This design comes from an exercise in tuning for small area, a short achievable clock period and few clock cycles per item on the open sky130 flow, not from production work.
In this exercise RTL edits were held to simulation tests only and were not proved equivalent to the original.
Power is estimated from default activity; no workload was simulated.

## P
==> flow/design.v <==
`timescale 1ns/1ps
`default_nettype none
module mem_island_top (
   input  wire logic         clk_i,
   input  wire logic         rst_ni,
   input  wire logic         narrow_req_i,
   output      logic         narrow_gnt_o,
   input  wire logic [15:0]  narrow_addr_i,
   input  wire logic         narrow_we_i,
   input  wire logic [31:0]  narrow_wdata_i,
   input  wire logic [3:0]   narrow_strb_i,
   output      logic         narrow_rvalid_o,
   output      logic [31:0]  narrow_rdata_o,
   input  wire logic         wide_req_i,
   output      logic         wide_gnt_o,
   input  wire logic [15:0]  wide_addr_i,
   input  wire logic         wide_we_i,
   input  wire logic [63:0]  wide_wdata_i,
   input  wire logic [7:0]   wide_strb_i,
   output      logic         wide_rvalid_o,
   output      logic [63:0]  wide_rdata_o
);
   logic [127:0][31:0] mem_q;
   logic        n_nogo_q, n_gnt_q, n_acc;
   logic        n_v_q;
   logic [31:0] n_wd_q;
   logic [7:0][3:0] n_lo_st_q;    
   logic [15:0]     n_hi_q;       
   logic [1:0][3:0] n_bsel_q;     
   logic [7:0]      n_bank_q;     
   logic [7:0]  n_lo_oh;
   logic [15:0] n_hi_oh;
   logic        n_wr_nxt, n_rd_nxt;
   assign narrow_gnt_o = n_gnt_q;
   assign n_acc        = narrow_req_i & ~n_nogo_q;
   assign n_wr_nxt     = n_acc &  narrow_we_i;
   assign n_rd_nxt     = n_acc & ~narrow_we_i;
   always_comb begin
      n_lo_oh = '0;
      n_hi_oh = '0;
      n_lo_oh[narrow_addr_i[4:2]] = 1'b1;
      n_hi_oh[narrow_addr_i[8:5]] = 1'b1;
   end
   always_ff @(posedge clk_i or negedge rst_ni) begin
      if (!rst_ni) n_v_q <= 1'b0;
      else         n_v_q <= n_acc;
   end
   always_ff @(posedge clk_i) begin
      n_wd_q <= narrow_wdata_i;
      n_hi_q <= n_hi_oh;
      for (int l = 0; l < 8; l++) begin
         n_lo_st_q[l] <= {4{n_wr_nxt & n_lo_oh[l]}} & narrow_strb_i;
         n_bank_q[l]  <= n_rd_nxt & n_lo_oh[l];
      end
      for (int p = 0; p < 2; p++) begin
         n_bsel_q[p] <= {4{n_wr_nxt & (narrow_addr_i[2] == p[0])}} & narrow_strb_i;
      end
   end
   logic        w_v_q, w_we_q;
   logic [5:0]  w_a_q;
   logic [63:0] w_wd_q;
   logic [7:0]  w_st_q;
   logic        w_acc, w_adv, w_blk_q, w_blk_nxt, w_gnt_q;
   logic [1:0]  w_lost_q;
   logic        wv_nxt, wwe_nxt;
   logic [5:0]  wa_nxt;
   logic [63:0] wwd_nxt;
   logic [7:0]  wst_nxt;
   assign wide_gnt_o = w_gnt_q;
   assign w_acc      = wide_req_i & ~w_blk_q;
   assign w_adv      = ~w_blk_q;
   always_comb begin
      if (!w_adv) begin
         wv_nxt  = w_v_q;
         wwe_nxt = w_we_q;
         wa_nxt  = w_a_q;
         wwd_nxt = w_wd_q;
         wst_nxt = w_st_q;
      end else begin
         wv_nxt  = w_acc;
         wwe_nxt = wide_we_i;
         wa_nxt  = wide_addr_i[8:3];
         wwd_nxt = wide_wdata_i;
         wst_nxt = wide_strb_i;
      end
   end
   logic [3:0] wst_half_nxt;
   assign wst_half_nxt = narrow_addr_i[2] ? wst_nxt[7:4] : wst_nxt[3:0];
   assign w_blk_nxt = n_acc & wv_nxt &
                      ((~narrow_we_i & ~wwe_nxt & (narrow_addr_i[4:3] == wa_nxt[1:0])) |
                       ( narrow_we_i &  wwe_nxt & |(narrow_strb_i & wst_half_nxt)));
   always_ff @(posedge clk_i or negedge rst_ni) begin
      if (!rst_ni) begin
         w_v_q    <= 1'b0;
         w_blk_q  <= 1'b0;
         w_lost_q <= '0;
         n_nogo_q <= 1'b0;
         n_gnt_q  <= 1'b1;
         w_gnt_q  <= 1'b1;
      end else begin
         w_v_q   <= wv_nxt;
         w_blk_q <= w_blk_nxt;
         if (w_blk_q) begin
            if (w_lost_q != 2'd3) w_lost_q <= w_lost_q + 2'd1;
         end else begin
            w_lost_q <= '0;
         end
         n_nogo_q <= w_blk_q & (w_lost_q >= 2'd2);
         n_gnt_q  <= ~(w_blk_q & (w_lost_q >= 2'd2));
         w_gnt_q  <= ~w_blk_nxt;
      end
   end
   always_ff @(posedge clk_i) begin
      w_we_q <= wwe_nxt;
      w_a_q  <= wa_nxt;
      w_wd_q <= wwd_nxt;
      w_st_q <= wst_nxt;
   end
   logic [3:0][1:0][3:0] w_lo_st_q;    
   logic [15:0]          w_hi_q;       
   logic [3:0]           w_pair_q;     
   logic [3:0]           w_m_oh;
   logic [15:0]          w_hi_oh;
   always_comb begin
      w_m_oh  = '0;
      w_hi_oh = '0;
      w_m_oh[wa_nxt[1:0]]  = 1'b1;
      w_hi_oh[wa_nxt[5:2]] = 1'b1;
   end
   always_ff @(posedge clk_i) begin
      w_hi_q   <= w_hi_oh & {16{~w_blk_nxt}};
      w_pair_q <= w_m_oh;
      for (int m = 0; m < 4; m++) begin
         for (int h = 0; h < 2; h++) begin
            w_lo_st_q[m][h] <= {4{wv_nxt & wwe_nxt & w_m_oh[m]}} & wst_nxt[4*h +: 4];
         end
      end
   end
   logic [1:0][31:0] bus_d;
   logic [15:0]      w_hi_ok;
   assign w_hi_ok = w_hi_q;
   always_comb begin
      for (int p = 0; p < 2; p++) begin
         for (int j = 0; j < 4; j++) begin
            bus_d[p][8*j +: 8] = n_bsel_q[p][j] ? n_wd_q[8*j +: 8] : w_wd_q[32*p + 8*j +: 8];
         end
      end
   end
   for (genvar w = 0; w < 128; w++) begin : gen_word
      for (genvar j = 0; j < 4; j++) begin : gen_byte
         logic en;
         assign en = (n_lo_st_q[w % 8][j] & n_hi_q[w / 8]) |
                     (w_lo_st_q[(w % 8) / 2][w % 2][j] & w_hi_ok[w / 8]);
         always_ff @(posedge clk_i) begin
            if (en) mem_q[w][8*j +: 8] <= bus_d[w % 2][8*j +: 8];
         end
      end
   end
   logic [7:0][15:0] row_oh;
   always_comb begin
      for (int b = 0; b < 8; b++) begin
         row_oh[b] = n_bank_q[b] ? n_hi_q : w_hi_q;
      end
   end
   logic [7:0][31:0] bank_out;
   always_comb begin
      for (int b = 0; b < 8; b++) begin
         bank_out[b] = '0;
         for (int r = 0; r < 16; r++) begin
            bank_out[b] = bank_out[b] | (mem_q[r*8 + b] & {32{row_oh[b][r]}});
         end
      end
   end
   logic [31:0] n_rdata_d;
   logic [63:0] w_rdata_d;
   always_comb begin
      n_rdata_d = '0;
      w_rdata_d = '0;
      for (int b = 0; b < 8; b++) begin
         n_rdata_d = n_rdata_d | (bank_out[b] & {32{n_bank_q[b]}});
      end
      for (int m = 0; m < 4; m++) begin
         w_rdata_d = w_rdata_d | ({bank_out[2*m+1], bank_out[2*m]} & {64{w_pair_q[m]}});
      end
   end
   logic        n_rv_q, w_rv_q;
   logic [31:0] n_rdata_q;
   logic [63:0] w_rdata_q;
   always_ff @(posedge clk_i or negedge rst_ni) begin
      if (!rst_ni) begin
         n_rv_q <= 1'b0;
         w_rv_q <= 1'b0;
      end else begin
         n_rv_q <= n_v_q;
         w_rv_q <= w_v_q & ~w_blk_q;
      end
   end
   always_ff @(posedge clk_i) begin
      n_rdata_q <= n_rdata_d;
      w_rdata_q <= w_rdata_d;
   end
   assign narrow_rvalid_o = n_rv_q;
   assign narrow_rdata_o  = n_rdata_q;
   assign wide_rvalid_o   = w_rv_q;
   assign wide_rdata_o    = w_rdata_q;
endmodule
`default_nettype wire
Settings: LEC_CHECK=0, CAP_MARGIN=20, CELL_PAD_IN_SITES_DETAIL_PLACEMENT=1, CELL_PAD_IN_SITES_GLOBAL_PLACEMENT=2, CORE_MARGIN=2, CORE_UTILIZATION=45, CTS_CLUSTER_DIAMETER=100, CTS_CLUSTER_SIZE=20, PLACE_DENSITY=0.55, SETUP_SLACK_MARGIN=5.0, SLEW_MARGIN=20, TNS_END_PERCENT=10; clock period 8.0 ns.
run.sh (not shown) runs the stock make flow with config.mk's settings and CLKGATE_MAP_FILE= SYNTH_SCRIPT=/design/flow/synth_recipe.tcl, a recipe that flattens the netlist after the stock synthesis.
Testbench counts of P, summed over its fixed seeds: cycles 12,431, items 20,000.
For Q, these inputs were changed with respect to P:
- PLACE_DENSITY changed from 0.55 to 0.65
- TNS_END_PERCENT removed (was 10)
- CORE_UTILIZATION changed from 45 to 55
### Flow results
Q: done, clean on timing, DRC and antenna. Routability-driven placement congestion ratio, Q and P, lower one = P. P → Q: hold slack grew by 0.0044 ns, worst setup slack grew by 0.12 ns, end-of-flow core utilization grew by 12 points. Compared Q vs P, and violation count after the first detailed-routing iteration is up in Q. The run showing the greater combinational power share is Q. In the reports for Q and P, the smaller critical path depth belongs to Q.
Here is what was changed in the inputs of R compared with Q.
- CORE_UTILIZATION now 45, was 55
- PLACE_DENSITY now 0.55, was 0.65
### Flow results
Note that the total routed wire length on the met1 layer recorded for Q amounts to 0.867 times the value seen in R.
The core occupancy in the finished layout in R sits 11 points below the value recorded for Q.
Comparing R and Q, the higher actual transition at the worst max-transition pin is on Q.
Worst hold slack down 0.013 ns in R wrt Q
On die area, the higher figure sits with R, not Q.
Changes observed in R relative to Q: portion of total power attributed to combinational logic went up, global placement routability congestion went down, power went up.
Non-filler instance count after layout was lower in Q than in R.
For S, these inputs were changed with respect to R:
- TNS_END_PERCENT newly set to 10
- PLACE_DENSITY changed from 0.55 to 0.65
- CORE_UTILIZATION changed from 45 to 55
==> notes.md <==
NOTE: count of TritonRoute iterations in the first routing pass in S falls short of that of R. R → S: final worst slack -0.074 ns; sequential power closely matched the old numbers; power down 0.0011 W; number of global-route vias before repair went up 1400; design area fell by about 3.5%. On final setup skew, R and S are neck and neck. In S, overall die height is lower than in R. S reached the final stage; the timing, DRC and antenna checks on its layout passed. Summary — routed wire length, S relative to R: lower, by 8.6%.

## separate check: timing with driven ports
The results above use ideal ports. As a check the final layouts listed here were re-extracted and re-timed, cells and wires unchanged.
Step 1: set_driving_cell puts a clkbuf_16 on clk_i and a buf_2 on each other input, an assumption about the parent block.
Step 2 also shifts input and output timing later by t, the mid clock arrival at the registers, as if the neighbouring blocks saw the same clock.
a / b / c = ideal ports / drivers / drivers and shift; a / b = the first two.
| run | t, ns | setup WS [ns] | hold slack, ns | worst setup path at the end |
|---|---|---|---|---|
| P | 1.106 | 4.661 / 4.600 / 3.608 | 0.363 / 0.363 / 0.363 | input to register |
| Q | 1.082 | 4.781 / 4.672 / 4.012 | 0.367 / 0.367 / 0.367 | input to register |
| R | 1.113 | 4.755 / 4.637 / 4.010 | 0.354 / 0.354 / 0.354 | input to register |
| S | 1.082 | 4.680 / 4.660 / 3.833 | 0.360 / 0.360 / 0.360 | input to register |
After both steps every run listed still meets setup and hold. The setup slack of P, which loses most, moves by -0.061 ns with the drivers and by -1.053 ns with both steps.
